Context: an optimization exercise on an open-source flow, tuned for small area. The choices shown serve that exercise and are no tape-out recipe. The RTL was checked by simulation tests, not by an equivalence proof against the original design.

===== standard.sh =====
#!/bin/bash
# synth_recipe.tcl (not shown) runs the flow's synth.tcl, then flattens the netlist and writes it again
# the make line also repeats each setting of config.mk as NAME=value (left out here)
make -C /OpenROAD-flow-scripts/flow DESIGN_CONFIG=/design/flow/config.mk WORK_HOME=/design/flow/orfs CLKGATE_MAP_FILE= SYNTH_SCRIPT=/design/flow/synth_recipe.tcl "${@:-finish}"

===== constraint.sdc =====
create_clock -name core_clock -period 4.0 [get_ports {clk_i}]
set_input_delay 0.8000 -clock core_clock [delete_from_list [all_inputs] [get_ports {clk_i}]]
set_output_delay 0.8000 -clock core_clock [all_outputs]
set_load 0.01 [all_outputs]

===== config.mk =====
export PLATFORM = sky130hd
export DESIGN_NAME = stream_cfg_queue
export DESIGN_NICKNAME = stream_cfg_queue
export VERILOG_FILES = /design/flow/design.v
export SDC_FILE = /design/flow/constraint.sdc
export NUM_CORES = 4
export LEC_CHECK = 0
export ABC_AREA = 1
export CAP_MARGIN = 20
export CORE_MARGIN = 2
export CORE_UTILIZATION = 60
export CTS_BUF_LIST = sky130_fd_sc_hd__clkbuf_4 sky130_fd_sc_hd__clkbuf_8
export CTS_CLUSTER_DIAMETER = 60
export CTS_CLUSTER_SIZE = 30
export SLEW_MARGIN = 20
export SYNTH_HIERARCHICAL = 1

===== design.v =====
module stream_cfg_queue #(
    parameter int CFGMEM_SIZE = 4,
    parameter int N_AGE       = 8,
    parameter int NBIT_WORD   = 32,
    parameter int LOG2_N_AGE  = $clog2(N_AGE),
    parameter int NBIT_CNT    = $clog2(CFGMEM_SIZE + 1)
) (
    input  logic                                   clk_i,
    input  logic                                   rst_n_i,
    input  logic                                   flush_i,
    input  logic                                   wr_en_i,
    input  logic [LOG2_N_AGE-1:0]                  wr_age_i,
    input  logic [NBIT_WORD-1:0]                   wr_data_i,
    input  logic                                   commit_i,
    input  logic                                   cfg_next_i,
    output logic [CFGMEM_SIZE*N_AGE*NBIT_WORD-1:0] cfgmem_content_o,
    output logic [NBIT_CNT-1:0]                    count_o,
    output logic                                   empty_o,
    output logic                                   full_o,
    output logic                                   err_overflow_o,
    output logic                                   err_underflow_o
);
    localparam int NSLOT = CFGMEM_SIZE + 1;
    localparam logic [NBIT_CNT-1:0] FULL_CNT = NBIT_CNT'(CFGMEM_SIZE);
    logic [NSLOT-1:0][N_AGE-1:0][NBIT_WORD-1:0] slot_n_q, slot_n_d;
    logic [NSLOT-1:0][N_AGE-1:0][NBIT_WORD-1:0] slot;
    logic [NBIT_CNT-1:0] count_q, count_d;
    logic                err_ovf_q, err_unf_q;
    logic                stale_q;
    logic                is_empty, is_full;
    logic                do_push, do_pop;
    logic [NBIT_CNT-1:0] tgt;       
    assign is_empty = (count_q == '0);
    assign is_full  = (count_q == FULL_CNT);
    assign do_pop   = cfg_next_i && !is_empty;
    assign do_push  = commit_i && (!is_full || cfg_next_i);
    assign tgt      = do_pop ? (count_q - 1'b1) : count_q;
    assign slot     = ~slot_n_q;
    always_comb begin
        if (do_push && !do_pop) begin
            count_d = count_q + 1'b1;
        end else if (do_pop && !do_push) begin
            count_d = count_q - 1'b1;
        end else begin
            count_d = count_q;
        end
    end
    logic [NSLOT-1:0][N_AGE-1:0] sel_h, sel_s, sel_w;
    stream_cfg_queue_sel #(
        .NSLOT     (NSLOT),
        .N_AGE     (N_AGE),
        .LOG2_N_AGE(LOG2_N_AGE),
        .NBIT_CNT  (NBIT_CNT)
    ) u_sel (
        .flush_i  (flush_i),
        .wr_en_i  (wr_en_i),
        .wr_age_i (wr_age_i),
        .commit_i (commit_i),
        .do_pop_i (do_pop),
        .stale_i  (stale_q),
        .tgt_i    (tgt),
        .count_d_i(count_d),
        .sel_h_o  (sel_h),
        .sel_s_o  (sel_s),
        .sel_w_o  (sel_w)
    );
    for (genvar k = 0; k < NSLOT; k++) begin : g_slot
        for (genvar a = 0; a < N_AGE; a++) begin : g_word
            if (k < NSLOT - 1) begin : g_shift
                assign slot_n_d[k][a] = ~(({NBIT_WORD{sel_h[k][a]}} & slot[k][a]) |
                                          ({NBIT_WORD{sel_s[k][a]}} & slot[k+1][a]) |
                                          ({NBIT_WORD{sel_w[k][a]}} & wr_data_i));
            end else begin : g_top
                assign slot_n_d[k][a] = ~(({NBIT_WORD{sel_h[k][a]}} & slot[k][a]) |
                                          ({NBIT_WORD{sel_w[k][a]}} & wr_data_i));
            end
        end
    end
    always_ff @(posedge clk_i) begin
        slot_n_q <= slot_n_d;
    end
    always_ff @(posedge clk_i or negedge rst_n_i) begin
        if (!rst_n_i) begin
            count_q   <= '0;
            err_ovf_q <= 1'b0;
            err_unf_q <= 1'b0;
            stale_q   <= 1'b1;
        end else begin
            count_q   <= flush_i ? '0 : count_d;
            err_ovf_q <= !flush_i && (err_ovf_q || (commit_i && is_full && !cfg_next_i));
            err_unf_q <= !flush_i && (err_unf_q || (cfg_next_i && is_empty));
            stale_q   <= 1'b0;
        end
    end
    for (genvar k = 0; k < CFGMEM_SIZE; k++) begin : g_out
        logic hide;
        assign hide = !(count_q > NBIT_CNT'(k));
        assign cfgmem_content_o[k*N_AGE*NBIT_WORD +: N_AGE*NBIT_WORD] =
            ~(slot_n_q[k] | {(N_AGE*NBIT_WORD){hide}});
    end
    assign count_o         = count_q;
    assign empty_o         = is_empty;
    assign full_o          = is_full;
    assign err_overflow_o  = err_ovf_q;
    assign err_underflow_o = err_unf_q;
endmodule
module stream_cfg_queue_sel #(
    parameter int NSLOT      = 5,
    parameter int N_AGE      = 8,
    parameter int LOG2_N_AGE = 3,
    parameter int NBIT_CNT   = 3
) (
    input  logic                        flush_i,
    input  logic                        wr_en_i,
    input  logic [LOG2_N_AGE-1:0]       wr_age_i,
    input  logic                        commit_i,
    input  logic                        do_pop_i,
    input  logic                        stale_i,
    input  logic [NBIT_CNT-1:0]         tgt_i,
    input  logic [NBIT_CNT-1:0]         count_d_i,
    output logic [NSLOT-1:0][N_AGE-1:0] sel_h_o,
    output logic [NSLOT-1:0][N_AGE-1:0] sel_s_o,
    output logic [NSLOT-1:0][N_AGE-1:0] sel_w_o
);
    for (genvar k = 0; k < NSLOT; k++) begin : g_slot
        logic clr;
        assign clr = flush_i || (commit_i && (count_d_i == NBIT_CNT'(k)));
        for (genvar a = 0; a < N_AGE; a++) begin : g_word
            logic w;
            assign w = !clr && wr_en_i && (wr_age_i == LOG2_N_AGE'(a)) && (tgt_i == NBIT_CNT'(k));
            assign sel_w_o[k][a] = w;
            if (k == 0) begin : g_bottom
                assign sel_h_o[k][a] = !clr && !w && !do_pop_i && !stale_i;
            end else begin : g_above
                assign sel_h_o[k][a] = !clr && !w && !do_pop_i;
            end
            if (k < NSLOT - 1) begin : g_shift
                assign sel_s_o[k][a] = !clr && !w && do_pop_i;
            end else begin : g_top
                assign sel_s_o[k][a] = 1'b0;
            end
        end
    end
endmodule

===== flow/run.sh =====
#!/bin/bash
# The standard layout, with the smallest buffer (buf_1) on every input and output
# port instead of the one buffer_ports picks by default, and power recovery
# (downsizing gates off the critical paths) after global routing.
set -uo pipefail
export BUFFER_PORTS_ARGS="-buffer_cell sky130_fd_sc_hd__buf_1"
export RECOVER_POWER=100
if ! bash standard.sh > standard.log 2>&1; then
  tail -40 standard.log
  exit 1
fi

==> results.toml, run 1 <==
[run_status]
status = "stopped before the end"
lastStage = "3_2_place_iop"
firstError = "[ERROR PPL-0024] Number of IO pins (1072) exceeds maximum number of available positions (1058). Increase the die perimeter from 1174.36um to 1457.92um."

[synth]
ys_warn_count = 7
synth_nets = 5907
syn_inst = 5860
syn_avg_cell_area_um2 = 8.59
syn-cell-area_um2 = 50300

[floorplan]
die_w_um = 294
die_h_um = 294
num_rows = 106
start_util_pct = 60.4
==> run 2, diff against run 1 <==
==> flow/run.sh (replaced) <==
#!/bin/bash
# The standard layout, with the smallest buffer (buf_1) on every input and output
# port instead of the one buffer_ports picks by default.
set -uo pipefail
export BUFFER_PORTS_ARGS="-buffer_cell sky130_fd_sc_hd__buf_1"
if ! bash standard.sh > standard.log 2>&1; then
  tail -40 standard.log
  exit 1
fi
--- a/config.mk
+++ b/config.mk
@@ -11,5 +11,2 @@
 export CORE_UTILIZATION = 60
-export CTS_BUF_LIST = sky130_fd_sc_hd__clkbuf_4 sky130_fd_sc_hd__clkbuf_8
-export CTS_CLUSTER_DIAMETER = 60
-export CTS_CLUSTER_SIZE = 30
 export SLEW_MARGIN = 20
==> run 2 against run 1 <==
Compared with the run above:
- the run again fails in 3_2_place_iop
- synthesized cell count did not move
- synthesized area unchanged
==> results.toml, run 2 <==
[synth]
ys_warn_count = 7
syn_avg_cell_area_um2 = 8.59
syn-cell-area_um2 = 50300
synth_nets = 5907
syn_inst = 5860

[run_status]
firstError = "[ERROR PPL-0024] Number of IO pins (1072) exceeds maximum number of available positions (1058). Increase the die perimeter from 1174.36um to 1457.92um."
lastStage = "3_2_place_iop"
status = "stopped before the end"

[floorplan]
start_util_pct = 60.4
num_rows = 106
die_w_um = 294
die_h_um = 294
